Background: an optimization exercise with open tools, aiming at small area and a short achievable clock period. Do not read the settings as production practice.
At most, simulation tests tie the RTL to the original design; equivalence was not proved.
Power is estimated from default activity; no workload was simulated.

==> flow/design.v <==
`timescale 1ns/1ns
`default_nettype none
module frontend_top (
    input  logic        clk,
    input  logic        rst_n,
    input  logic        inst_valid,
    input  logic [31:0] inst,
    input  logic [31:0] inst_pc,
    output logic        inst_ready,
    output logic        iss_valid,
    output logic [31:0] iss_pc,
    output logic [5:0]  iss_rob_idx,
    output logic [5:0]  iss_rd_p,
    output logic [5:0]  iss_rs1_p,
    output logic [5:0]  iss_rs2_p,
    output logic        iss_rs1_ready,
    output logic        iss_rs2_ready,
    output logic [1:0]  iss_fu,
    output logic [3:0]  iss_alu_op,
    output logic [31:0] iss_imm,
    output logic        iss_alu_src,
    output logic        iss_mem_read,
    output logic        iss_mem_write,
    output logic        iss_reg_write,
    output logic [1:0]  iss_mem_size,
    input  logic        iss_ready
);
    logic [6:0] opc;
    logic       c_r, c_i, c_l, c_s, c_u;
    assign opc = inst[6:0];
    assign c_r = (opc == 7'b0110011);
    assign c_i = (opc == 7'b0010011);
    assign c_l = (opc == 7'b0000011);
    assign c_s = (opc == 7'b0100011);
    assign c_u = (opc == 7'b0110111);
    logic        dv;
    logic        advance;
    logic        alloc;
    logic        enq;
    logic        iq_full;
    logic [5:0]  cnt;            
    typedef struct packed {
        logic [31:0] pc;
        logic [6:0]  f;
        logic [5:0]  a;
        logic [5:0]  b;
        logic [4:0]  lo;
        logic [3:0]  k;
        logic        rd;
    } ent_t;
    logic        in_needs, in_legal;
    logic        dv_n, needs_n, legal_n, full_n, cnt5_n, adv_n;
    logic        fe, pop, fc6;
    logic [3:0] in_k;
    logic [2:0] in_f3;
    logic       in_srai;
    assign in_f3   = inst[14:12];
    assign in_srai = (in_f3 == 3'b101) && (inst[31:26] == 6'b010000);
    always_comb begin
        if (c_l || c_s)
            in_k = {1'b1, c_s, 1'b0, in_f3 != 3'b000};
        else if (c_u)
            in_k = 4'b0101;
        else if (c_i)
            in_k = {2'b01, (in_f3 == 3'b110) ? 2'b10 : (in_srai ? 2'b11 : 2'b00)};
        else
            in_k = {3'b000, inst[31:25] == 7'd0 && in_f3 == 3'b100};
    end
    assign in_legal = c_r | c_i | c_l | c_s | c_u;
    assign in_needs = (c_r | c_i | c_l | c_u) && (inst[11:7] != 5'd0);
    logic nir, ld;
    assign inst_ready = !nir;
    assign dv_n    = ld ? inst_valid : dv;
    assign needs_n = ld ? in_needs : d.rd;
    assign legal_n = ld ? in_legal : d_legal;
    assign full_n  = !pop && (iq_full || (fc6 && enq));
    assign cnt5_n  = cnt[5] || (alloc && (&cnt[4:0]));
    assign adv_n   = dv_n && !full_n && (!cnt5_n || !needs_n);
    always_ff @(posedge clk or negedge rst_n) begin
        if (!rst_n) begin
            dv         <= 1'b0;
            advance    <= 1'b0;
            alloc      <= 1'b0;
            enq        <= 1'b0;
            iq_full    <= 1'b0;
            nir        <= 1'b0;
            ld         <= 1'b1;
        end else begin
            dv         <= dv_n;
            advance    <= adv_n;
            alloc      <= adv_n && needs_n;
            enq        <= adv_n && legal_n;
            iq_full    <= full_n;
            nir        <= dv_n && !adv_n;
            ld         <= !dv_n || adv_n;
        end
    end
    logic [31:0]  rn;            
    logic [159:0] rj_flat;       
    logic [4:0]   d_rd;          
    always_ff @(posedge clk or negedge rst_n) begin
        if (!rst_n)
            cnt <= 6'd0;
        else if (alloc)
            cnt <= cnt + 6'd1;
    end
    assign rn[0]         = 1'b0;     
    assign rj_flat[4:0]  = 5'd0;
    for (genvar g = 1; g < 32; g++) begin : g_rat
        logic       we;
        logic       rn_q;
        logic [4:0] rj_q;
        assign we = alloc && (d_rd == 5'(g));
        always_ff @(posedge clk or negedge rst_n) begin
            if (!rst_n)
                rn_q <= 1'b0;
            else if (we)
                rn_q <= 1'b1;
        end
        always_ff @(posedge clk) begin
            if (we) rj_q <= cnt[4:0];
        end
        assign rn[g]            = rn_q;
        assign rj_flat[g*5 +: 5] = rj_q;
    end
    function automatic logic [5:0] rat_rd(input logic [4:0] r, input logic [31:0] f,
                                         input logic [159:0] t, input logic nr);
        rat_rd = (f[r] && !nr) ? {1'b1, t[r*5 +: 5]} : {1'b0, r};
    endfunction
    ent_t       d;
    logic       d_legal;
    logic       d_fw1, d_fw2;
    logic [4:0] last;            
    ent_t       in_e;
    logic [4:0] in_rs1, in_rs2;
    assign in_rs1 = inst[19:15];
    assign in_rs2 = inst[24:20];
    always_ff @(posedge clk) begin
        if (alloc) last <= cnt[4:0];
    end
    always_comb begin
        in_e.pc = inst_pc;
        in_e.f  = (c_r || (c_i && in_srai)) ? 7'd0 : inst[31:25];
        in_e.a  = rat_rd(in_rs1, rn, rj_flat, c_u);
        in_e.b  = rat_rd(in_rs2, rn, rj_flat, !(c_r || c_s));
        if (c_s)
            in_e.lo = inst[11:7];
        else if (c_i || c_l)
            in_e.lo = inst[24:20];
        else if (c_u)
            in_e.lo = {2'b00, in_f3};
        else
            in_e.lo = 5'd0;
        in_e.k  = in_k;
        in_e.rd = in_needs;
    end
    always_ff @(posedge clk) begin
        if (ld) begin
            d       <= in_e;
            d_rd    <= inst[11:7];
            d_legal <= in_legal;
            d_fw1   <= alloc && (d_rd == in_rs1) && !c_u;
            d_fw2   <= alloc && (d_rd == in_rs2) && (c_r || c_s);
        end
    end
    ent_t w;
    logic w_useb;                
    assign w_useb = (d.k[3] == d.k[2]) || (!d.k[3] && d.k[2] && d.k[1:0] == 2'b01);
    always_comb begin
        w   = d;
        w.a = d_fw1 ? {1'b1, last} : d.a;
        w.b = !w_useb ? 6'd0 : (d_fw2 ? {1'b1, last} : d.b);
    end
    logic [60:0] q [7];          
    logic [6:0] wp, rp;          
    logic [2:0] fc;              
    logic       hv;              
    logic       refill, push;
    ent_t       qh;              
    ent_t       nx;              
    assign fc6     = (fc == 3'd6);
    assign refill  = !hv || iss_ready;
    assign pop     = iss_ready && !fe;
    assign push    = enq && !(refill && fe);
    always_comb begin
        qh = '0;
        for (int e = 0; e < 7; e++)
            if (rp[e]) qh = qh | q[e];
    end
    assign nx = fe ? w : qh;
    always_ff @(posedge clk or negedge rst_n) begin
        if (!rst_n) begin
            wp <= 7'd1;
            rp <= 7'd1;
            fc <= 3'd0;
            fe <= 1'b1;
            hv <= 1'b0;
        end else begin
            if (push) wp <= {wp[5:0], wp[6]};
            if (pop)  rp <= {rp[5:0], rp[6]};
            if (push && !pop) begin
                fc <= fc + 3'd1;
                fe <= 1'b0;
            end else if (pop && !push) begin
                fc <= fc - 3'd1;
                fe <= (fc == 3'd1);
            end
            hv <= (hv && !(iss_ready && fe)) || enq;
        end
    end
    always_ff @(posedge clk) begin
        for (int e = 0; e < 7; e++)
            if (enq && wp[e]) q[e] <= w;
    end
    logic [5:0] rob;             
    logic       sel;             
    logic [5:0] rob_n;
    logic       sel_n;
    assign rob_n = hv ? rob + {5'd0, iss_rd_p[5]} : rob;
    assign sel_n = hv ? sel ^ !iss_fu[1] : sel;
    always_ff @(posedge clk or negedge rst_n) begin
        if (!rst_n) begin
            rob <= 6'd0;
            sel <= 1'b0;
        end else if (refill) begin
            rob <= rob_n;
            sel <= sel_n;
        end
    end
    logic [2:0] h_op;
    logic       h_msz;
    assign iss_rob_idx  = rob;
    assign iss_alu_op   = {1'b0, h_op};
    assign iss_mem_size = {h_msz, 1'b0};
    assign iss_valid   = hv;
    logic nu;
    assign nu = !nx.k[3] && nx.k[2] && (nx.k[1:0] == 2'b01);
    always_ff @(posedge clk or negedge rst_n) begin
        if (!rst_n) begin
            iss_pc <= '0;
            iss_rd_p <= '0;
            iss_rs1_p <= '0;
            iss_rs2_p <= '0;
            iss_rs1_ready <= '0;
            iss_rs2_ready <= '0;
            iss_fu <= '0;
            h_op <= '0;
            iss_imm <= '0;
            iss_alu_src <= '0;
            iss_mem_read <= '0;
            iss_mem_write <= '0;
            iss_reg_write <= '0;
            h_msz <= '0;
        end else if (refill) begin
            iss_pc         <= nx.pc;
            iss_rd_p       <= nx.rd ? {1'b1, rob_n[4:0]} : 6'd0;
            iss_rs1_p      <= {nx.a[5], nx.a[4:0] & {5{!nu}}};
            iss_rs2_p      <= {nx.b[5], nx.b[4:0] & {5{!nu}}};
            iss_rs1_ready  <= !nx.a[5];
            iss_rs2_ready  <= !nx.b[5];
            iss_fu         <= nx.k[3] ? 2'd2 : {1'b0, sel_n};
            h_op           <= {nu, (nx.k[3] || nu) ? 2'b00 : nx.k[1:0]};
            iss_imm[31]    <= nx.f[6];
            iss_imm[30:25] <= nu ? nx.f[5:0]  : {6{nx.f[6]}};
            iss_imm[24:20] <= nu ? nx.b[4:0]  : {5{nx.f[6]}};
            iss_imm[19:15] <= nu ? nx.a[4:0]  : {5{nx.f[6]}};
            iss_imm[14:12] <= nu ? nx.lo[2:0] : {3{nx.f[6]}};
            iss_imm[11]    <= !nu && nx.f[6];
            iss_imm[10:5]  <= nu ? 6'd0 : nx.f[5:0];
            iss_imm[4:0]   <= nu ? 5'd0 : nx.lo;
            iss_alu_src    <= nx.k[3] || nx.k[2];
            iss_mem_read   <= nx.k[3] && !nx.k[2];
            iss_mem_write  <= nx.k[3] && nx.k[2];
            iss_reg_write  <= !(nx.k[3] && nx.k[2]);
            h_msz          <= !nx.k[3] || nx.k[0];
                end
    end
endmodule
`default_nettype wire
==> flow/config.mk <==
export PLATFORM = sky130hd
export DESIGN_NAME = frontend_top
export DESIGN_NICKNAME = frontend_top
export VERILOG_FILES = /design/flow/design.v
export SDC_FILE = /design/flow/constraint.sdc
export NUM_CORES = 4
export LEC_CHECK = 0
export ABC_CLOCK_PERIOD_IN_PS = 2000
export CAP_MARGIN = 20
export CORE_MARGIN = 2
export CORE_UTILIZATION = 55
export CTS_CLUSTER_DIAMETER = 100
export CTS_CLUSTER_SIZE = 25
export SETUP_SLACK_MARGIN = 4.0
export SLEW_MARGIN = 20
==> flow/constraint.sdc <==
create_clock -name core_clock -period 6.5 [get_ports {clk}]
set_input_delay 1.3000 -clock core_clock [delete_from_list [all_inputs] [get_ports {clk}]]
set_output_delay 1.3000 -clock core_clock [all_outputs]
set_load 0.01 [all_outputs]
standard.sh (not shown) runs the stock make flow with config.mk's settings and CLKGATE_MAP_FILE= SYNTH_SCRIPT=/design/flow/synth_recipe.tcl, a recipe that flattens the netlist after the stock synthesis.
==> flow/flow/run.sh <==
#!/bin/bash
set -e
export BUFFER_PORTS_ARGS="-buffer_cell sky130_fd_sc_hd__buf_2"
bash standard.sh > standard.log 2>&1
The starting point passed the timing, DRC and antenna checks.
Next try:
--- a/flow/design.v
+++ b/flow/design.v
@@ -121,14 +121,26 @@
             if (we) rj_q <= cnt[4:0];
         end
         assign rn[g]            = rn_q;
         assign rj_flat[g*5 +: 5] = rj_q;
     end
-    function automatic logic [5:0] rat_rd(input logic [4:0] r, input logic [31:0] f,
-                                         input logic [159:0] t, input logic nr);
-        rat_rd = (f[r] && !nr) ? {1'b1, t[r*5 +: 5]} : {1'b0, r};
+    function automatic logic [4:0] rj_sel(input logic [31:0] dec, input logic [159:0] t);
+        logic [4:0] r;
+        r = 5'd0;
+        for (int k = 1; k < 32; k++)
+            r = r | (t[k*5 +: 5] & {5{dec[k]}});
+        rj_sel = r;
     endfunction
+    logic [31:0] dec1, dec2;
+    logic        rn1, rn2;
+    logic [4:0]  rj1, rj2;
+    assign dec1 = (32'd1 << inst[19:15]) & {32{!c_u}};
+    assign dec2 = (32'd1 << inst[24:20]) & {32{c_r || c_s}};
+    assign rn1  = |(dec1 & rn);
+    assign rn2  = |(dec2 & rn);
+    assign rj1  = rj_sel(dec1, rj_flat);
+    assign rj2  = rj_sel(dec2, rj_flat);
     ent_t       d;
     logic       d_legal;
     logic       d_fw1, d_fw2;
     logic [4:0] last;            
     ent_t       in_e;
@@ -139,12 +151,12 @@
         if (alloc) last <= cnt[4:0];
     end
     always_comb begin
         in_e.pc = inst_pc;
         in_e.f  = (c_r || (c_i && in_srai)) ? 7'd0 : inst[31:25];
-        in_e.a  = rat_rd(in_rs1, rn, rj_flat, c_u);
-        in_e.b  = rat_rd(in_rs2, rn, rj_flat, !(c_r || c_s));
+        in_e.a  = rn1 ? {1'b1, rj1} : {1'b0, in_rs1};
+        in_e.b  = rn2 ? {1'b1, rj2} : {1'b0, in_rs2};
         if (c_s)
             in_e.lo = inst[11:7];
         else if (c_i || c_l)
             in_e.lo = inst[24:20];
         else if (c_u)
@@ -186,10 +198,12 @@
         qh = '0;
         for (int e = 0; e < 7; e++)
             if (rp[e]) qh = qh | q[e];
     end
     assign nx = fe ? w : qh;
+    logic hv_n;
+    assign hv_n = (hv && !(iss_ready && fe)) || enq;
     always_ff @(posedge clk or negedge rst_n) begin
         if (!rst_n) begin
             wp <= 7'd1;
             rp <= 7'd1;
             fc <= 3'd0;
@@ -203,11 +217,11 @@
                 fe <= 1'b0;
             end else if (pop && !push) begin
                 fc <= fc - 3'd1;
                 fe <= (fc == 3'd1);
             end
-            hv <= (hv && !(iss_ready && fe)) || enq;
+            hv <= hv_n;
         end
     end
     always_ff @(posedge clk) begin
         for (int e = 0; e < 7; e++)
             if (enq && wp[e]) q[e] <= w;
@@ -230,11 +244,16 @@
     logic [2:0] h_op;
     logic       h_msz;
     assign iss_rob_idx  = rob;
     assign iss_alu_op   = {1'b0, h_op};
     assign iss_mem_size = {h_msz, 1'b0};
-    assign iss_valid   = hv;
+    always_ff @(posedge clk or negedge rst_n) begin
+        if (!rst_n)
+            iss_valid <= 1'b0;
+        else
+            iss_valid <= hv_n;
+    end
     logic nu;
     assign nu = !nx.k[3] && nx.k[2] && (nx.k[1:0] == 2'b01);
     always_ff @(posedge clk or negedge rst_n) begin
         if (!rst_n) begin
             iss_pc <= '0;
The changed run finished clean; via count goes up by 15%; final cell count goes up by 8.6%; power goes up by 1.5%; clock skew goes up by 0.016 ns; wire length goes up by 22%; non-clock buffer count goes up by 34; first-iteration DRC count goes up by 32%.
Function not checked in the second run of this note: the RTL went through the layout flow alone.

-- static timing again, ports no longer ideal --
No port has a modelled driver above. Below, the same layouts with a new extraction and two added sets of constraints.
Step 1, drivers: a clkbuf_16 drives clk and a buf_2 each remaining input, both assumed.
Step 2 also shifts input and output timing later by t, the mid clock arrival at the registers, as if the neighbouring blocks saw the same clock.
a / b / c = ideal ports / drivers / drivers and shift; a / b = the first two.
| run | shift t [ns] | setup slack, ns | pins driven straight from the clock port |
|---|---|---|---|
| the first run | 0.645 | 3.817 / 3.623 / 2.978 | 1 |
| the second run | 0.670 | 3.457 / 3.412 / 2.742 | 1 |
After both steps every run listed still meets setup and hold. The setup slack of the first run, which loses most, moves by -0.194 ns with the drivers and by -0.839 ns with both steps.
